This design comes from an exercise in tuning for a short achievable clock period and few clock cycles on the open sky130 flow, not from production work.
The RTL was checked by simulation tests, not by an equivalence proof against the original design.
No activity file was given, so power comes from the tool's default toggle rates.

==> run a: inputs <==
// riscv_core
module riscv_core #(
  parameter rv_pkg::addr_t reset_pc = '0
) (
  input  logic          clk,
  input  logic          rst_n,
  output rv_pkg::addr_t imem_addr,
  output logic          imem_valid,
  input  rv_pkg::data_t imem_data,
  output logic          dmem_valid,
  output logic          dmem_we,
  output rv_pkg::addr_t dmem_addr,
  output rv_pkg::data_t dmem_wdata,
  input  logic          dmem_ready,
  input  rv_pkg::data_t dmem_rdata,
  output logic          halted
);
==> flow/config.mk <==
export PLATFORM = sky130hd
export DESIGN_NAME = riscv_core
export DESIGN_NICKNAME = riscv_core
export VERILOG_FILES = /design/flow/design.v
export SDC_FILE = /design/flow/constraint.sdc
export NUM_CORES = 4
export LEC_CHECK = 0
export CAP_MARGIN = 20
export CORE_MARGIN = 2
export CORE_UTILIZATION = 48
export PLACE_DENSITY = 0.6
export SETUP_SLACK_MARGIN = 3.0
export SLEW_MARGIN = 20
export SYNTH_HIERARCHICAL = 1
export SYNTH_MINIMUM_KEEP_SIZE = 0
export TNS_END_PERCENT = 30
==> flow/constraint.sdc <==
create_clock -name core_clock -period 5.5 [get_ports {clk}]
set_input_delay 1.1000 -clock core_clock [delete_from_list [all_inputs] [get_ports {clk}]]
set_output_delay 1.1000 -clock core_clock [all_outputs]
set_load 0.01 [all_outputs]
standard.sh (not shown) runs the stock make flow with config.mk's settings and CLKGATE_MAP_FILE= SYNTH_SCRIPT=/design/flow/synth_recipe.tcl, a recipe that flattens the netlist after the stock synthesis.
==> flow/flow/run.sh <==
#!/bin/bash
# The standard layout (standard.sh), with two changes to how it is made:
#  - synthesis maps the logic with ABC's delay-oriented 'map' command
#    (flow/abc_speed.script) instead of the default &nf script; registers are
#    mapped exactly as in the standard synthesis (dfflibmap runs before ABC);
#  - port buffers are sky130_fd_sc_hd__buf_4 instead of the delay cell
#    buffer_ports picks by default.
set -euo pipefail
W=$PWD
rm -rf "$W/scripts_own"
cp -r "$FLOW_HOME/scripts" "$W/scripts_own"
cp "$W/flow/abc_speed.script" "$W/scripts_own/abc_speed.script"
export SCRIPTS_DIR="$W/scripts_own"
export BUFFER_PORTS_ARGS="-buffer_cell sky130_fd_sc_hd__buf_4"
bash standard.sh synth > "$W/synth.log" 2>&1
bash standard.sh > "$W/layout.log" 2>&1
==> flow/flow/abc_speed.script <==
strash
dch
map -B 0.9
topo
buffer -c
topo
upsize -c
dnsize -c
==> run b (differences from run a) <==
--- a/flow/design.v
+++ b/flow/design.v
@@ -175,51 +175,12 @@
 );
   logic [W-1:0] g, t, c;
   ks_pg  #(.W(W)) pg_i  (.a(a), .b(b), .g(g), .t(t));
   ks_pfx #(.W(W)) pfx_i (.g0(g), .t0(t), .cin(cin), .c(c));
   ks_sum #(.W(W)) sum_i (.g(g), .t(t), .c(c), .sum(sum));
 endmodule
-module ks_and_pfx #(
-  parameter int W = 32
-) (
-  input  logic [W-1:0] a,
-  output logic [W-1:0] c       
-);
-  localparam int L = (W > 32) ? 6 : (W > 16) ? 5 : (W > 8) ? 4 : (W > 4) ? 3 : (W > 2) ? 2 : 1;
-  logic [W-1:0] p [L+1];
-  always_comb begin
-    p[0] = a;
-    for (int l = 0; l < L; l++) begin
-      for (int j = 0; j < W; j++) begin
-        if (j >= (1 << l)) p[l+1][j] = p[l][j] & p[l][j - (1 << l)];
-        else               p[l+1][j] = p[l][j];
-      end
-    end
-    c[0] = 1'b1;
-    for (int j = 1; j < W; j++) c[j] = p[L][j-1];
-  end
-endmodule
-module ks_xor #(
-  parameter int W = 32
-) (
-  input  logic [W-1:0] a,
-  input  logic [W-1:0] b,
-  output logic [W-1:0] y
-);
-  assign y = a ^ b;
-endmodule
-module ks_inc #(
-  parameter int W = 32
-) (
-  input  logic [W-1:0] a,
-  output logic [W-1:0] sum
-);
-  logic [W-1:0] c;
-  ks_and_pfx #(.W(W)) pfx_i (.a(a), .c(c));
-  ks_xor     #(.W(W)) x_i   (.a(a), .b(c), .y(sum));
-endmodule
 module head_match (
   input  logic [4:0] r,
   input  logic       place0,
   input  logic       deq,
   input  logic       ex_load,
   input  logic [4:0] ex_rd,
@@ -461,33 +422,15 @@
   assign f_bv    = bv[f_idx];
   assign f_bc    = bc[f_idx];
   assign f_hist  = f_bv ? f_bc[1] : f_insn[31];
   assign f_pred  = f_jal | (f_br & (f_same ? ~f_insn[12] : f_hist));
   assign f_imm_j = {{11{f_insn[31]}}, f_insn[31], f_insn[19:12], f_insn[20], f_insn[30:21], 1'b0};
   assign f_imm_b = {{19{f_insn[31]}}, f_insn[31], f_insn[7], f_insn[30:25], f_insn[11:8], 1'b0};
-  logic [13:0] f_lo_b;
-  logic [21:0] f_lo_j;
-  logic [18:0] pc_hb_p1, pc_hb_m1;
-  logic [10:0] pc_hj_p1, pc_hj_m1;
-  ks_add #(.W(14)) tgb_i  (.a({1'b0, pc[12:0]}), .b({1'b0, f_imm_b[12:0]}), .cin(1'b0), .sum(f_lo_b));
-  ks_add #(.W(22)) tgj_i  (.a({1'b0, pc[20:0]}), .b({1'b0, f_imm_j[20:0]}), .cin(1'b0), .sum(f_lo_j));
-  logic [18:0] pc_hb_nm1;
-  logic [10:0] pc_hj_nm1;
-  ks_inc #(.W(19)) hbp_i  (.a(pc[31:13]),  .sum(pc_hb_p1));
-  ks_inc #(.W(19)) hbm_i  (.a(~pc[31:13]), .sum(pc_hb_nm1));
-  ks_inc #(.W(11)) hjp_i  (.a(pc[31:21]),  .sum(pc_hj_p1));
-  ks_inc #(.W(11)) hjm_i  (.a(~pc[31:21]), .sum(pc_hj_nm1));
-  assign pc_hb_m1 = ~pc_hb_nm1;
-  assign pc_hj_m1 = ~pc_hj_nm1;
-  assign f_tgt_b[12:0]  = f_lo_b[12:0];
-  assign f_tgt_b[31:13] = f_imm_b[12] ? (f_lo_b[13] ? pc[31:13] : pc_hb_m1)
-                                      : (f_lo_b[13] ? pc_hb_p1  : pc[31:13]);
-  assign f_tgt_j[20:0]  = f_lo_j[20:0];
-  assign f_tgt_j[31:21] = f_imm_j[20] ? (f_lo_j[21] ? pc[31:21] : pc_hj_m1)
-                                      : (f_lo_j[21] ? pc_hj_p1  : pc[31:21]);
-  ks_inc #(.W(30)) inc_i (.a(pc[31:2]), .sum(f_pc4[31:2]));
+  ks_add #(.W(32)) tgj_i (.a(pc), .b(f_imm_j), .cin(1'b0), .sum(f_tgt_j));
+  ks_add #(.W(32)) tgb_i (.a(pc), .b(f_imm_b), .cin(1'b0), .sum(f_tgt_b));
+  ks_add #(.W(30)) inc_i (.a(pc[31:2]), .b(30'd0), .cin(1'b1), .sum(f_pc4[31:2]));
   assign f_pc4[1:0] = pc[1:0];
   assign f_target   = f_jal ? f_tgt_j : f_tgt_b;
   assign f_next     = f_pred ? f_target : f_pc4;
   assign imem_valid = ~halted;
   logic        pc_load;
   logic [31:0] pc_d;
==> notes.md <==
Outcome: run a no timing/DRC/antenna violations; run b no timing/DRC/antenna violations
Post-route standard cell area excluding fillers: run a 149000 um2; run b 151000 um2
CP dominant cell by count: run a sky130_fd_sc_hd__nand2_2; run b sky130_fd_sc_hd__nand2_1
End point of the critical path: run a pc_port_i.q[15]; run b pc_port_i.q[30]
Clock transition at the registers of the reported paths: run a 0.07 ns; run b 0.06 ns
Clock group power: run a 16200 uW; run b 15700 uW
Buffer count excluding the clock tree in the final layout: run a 1113; run b 1098
Layout filler cell count: run a 24400; run b 24900
Worst slew margin relative to its limit: run a 0.155; run b 0.116
Drt wl/cell: run a 26.4 um; run b 26.5 um
Final Cycle Share: run a 0.558; run b 0.558
Buffering stage count on the worst path with inverters included: run a 4; run b 3
Number of global-route vias before repair: run a 123000; run b 124000
Total power draw: run a 50200 uW; run b 55300 uW
Worst R2R Start: run a pc[5]; run b pc[3]
Switching power as a share of total power: run a 0.364; run b 0.402
Combinational group share of total power: run a 0.283; run b 0.348
Largest stage delay, worst path: run a 0.55 ns; run b 0.54 ns
Total internal power: run a 31900 uW; run b 33100 uW
Proportion of cell area occupied by multi-input gates: run a 0.454; run b 0.456
Testbench counts of run a, summed over its fixed seeds: cycles 21,875.
Testbench counts of run b, summed over its fixed seeds: cycles 21,875.

static timing again, ports no longer ideal:
The flow's constraints put no driver on any port. The routed layouts listed below were extracted and timed again, unchanged, in two steps. Step 1 (the two cells are an assumption about what drives the block):
set clk [get_ports {clk}]
set_driving_cell -lib_cell sky130_fd_sc_hd__clkbuf_16 $clk
set_driving_cell -lib_cell sky130_fd_sc_hd__buf_2 [delete_from_list [all_inputs] $clk]
Step 2, shift: input delay + t, output delay - t, t = (earliest + latest rising clock arrival at the registers) / 2. This alone moves slack from input paths to output paths. Three values: ideal, step 1, step 2; two values: the first two.
run	t (ns)	setup WS [ns]	slew at the worst register clock pin (ns)
run a	1.056	2.431 / 2.351 / 1.295	0.07 / 0.07
run b	1.048	2.432 / 2.425 / 1.377	0.07 / 0.07
After both steps setup and hold are still met in every run listed. For run a, which loses most, drivers alone change the setup slack by -0.080 ns; drivers and shift together by -1.136 ns.
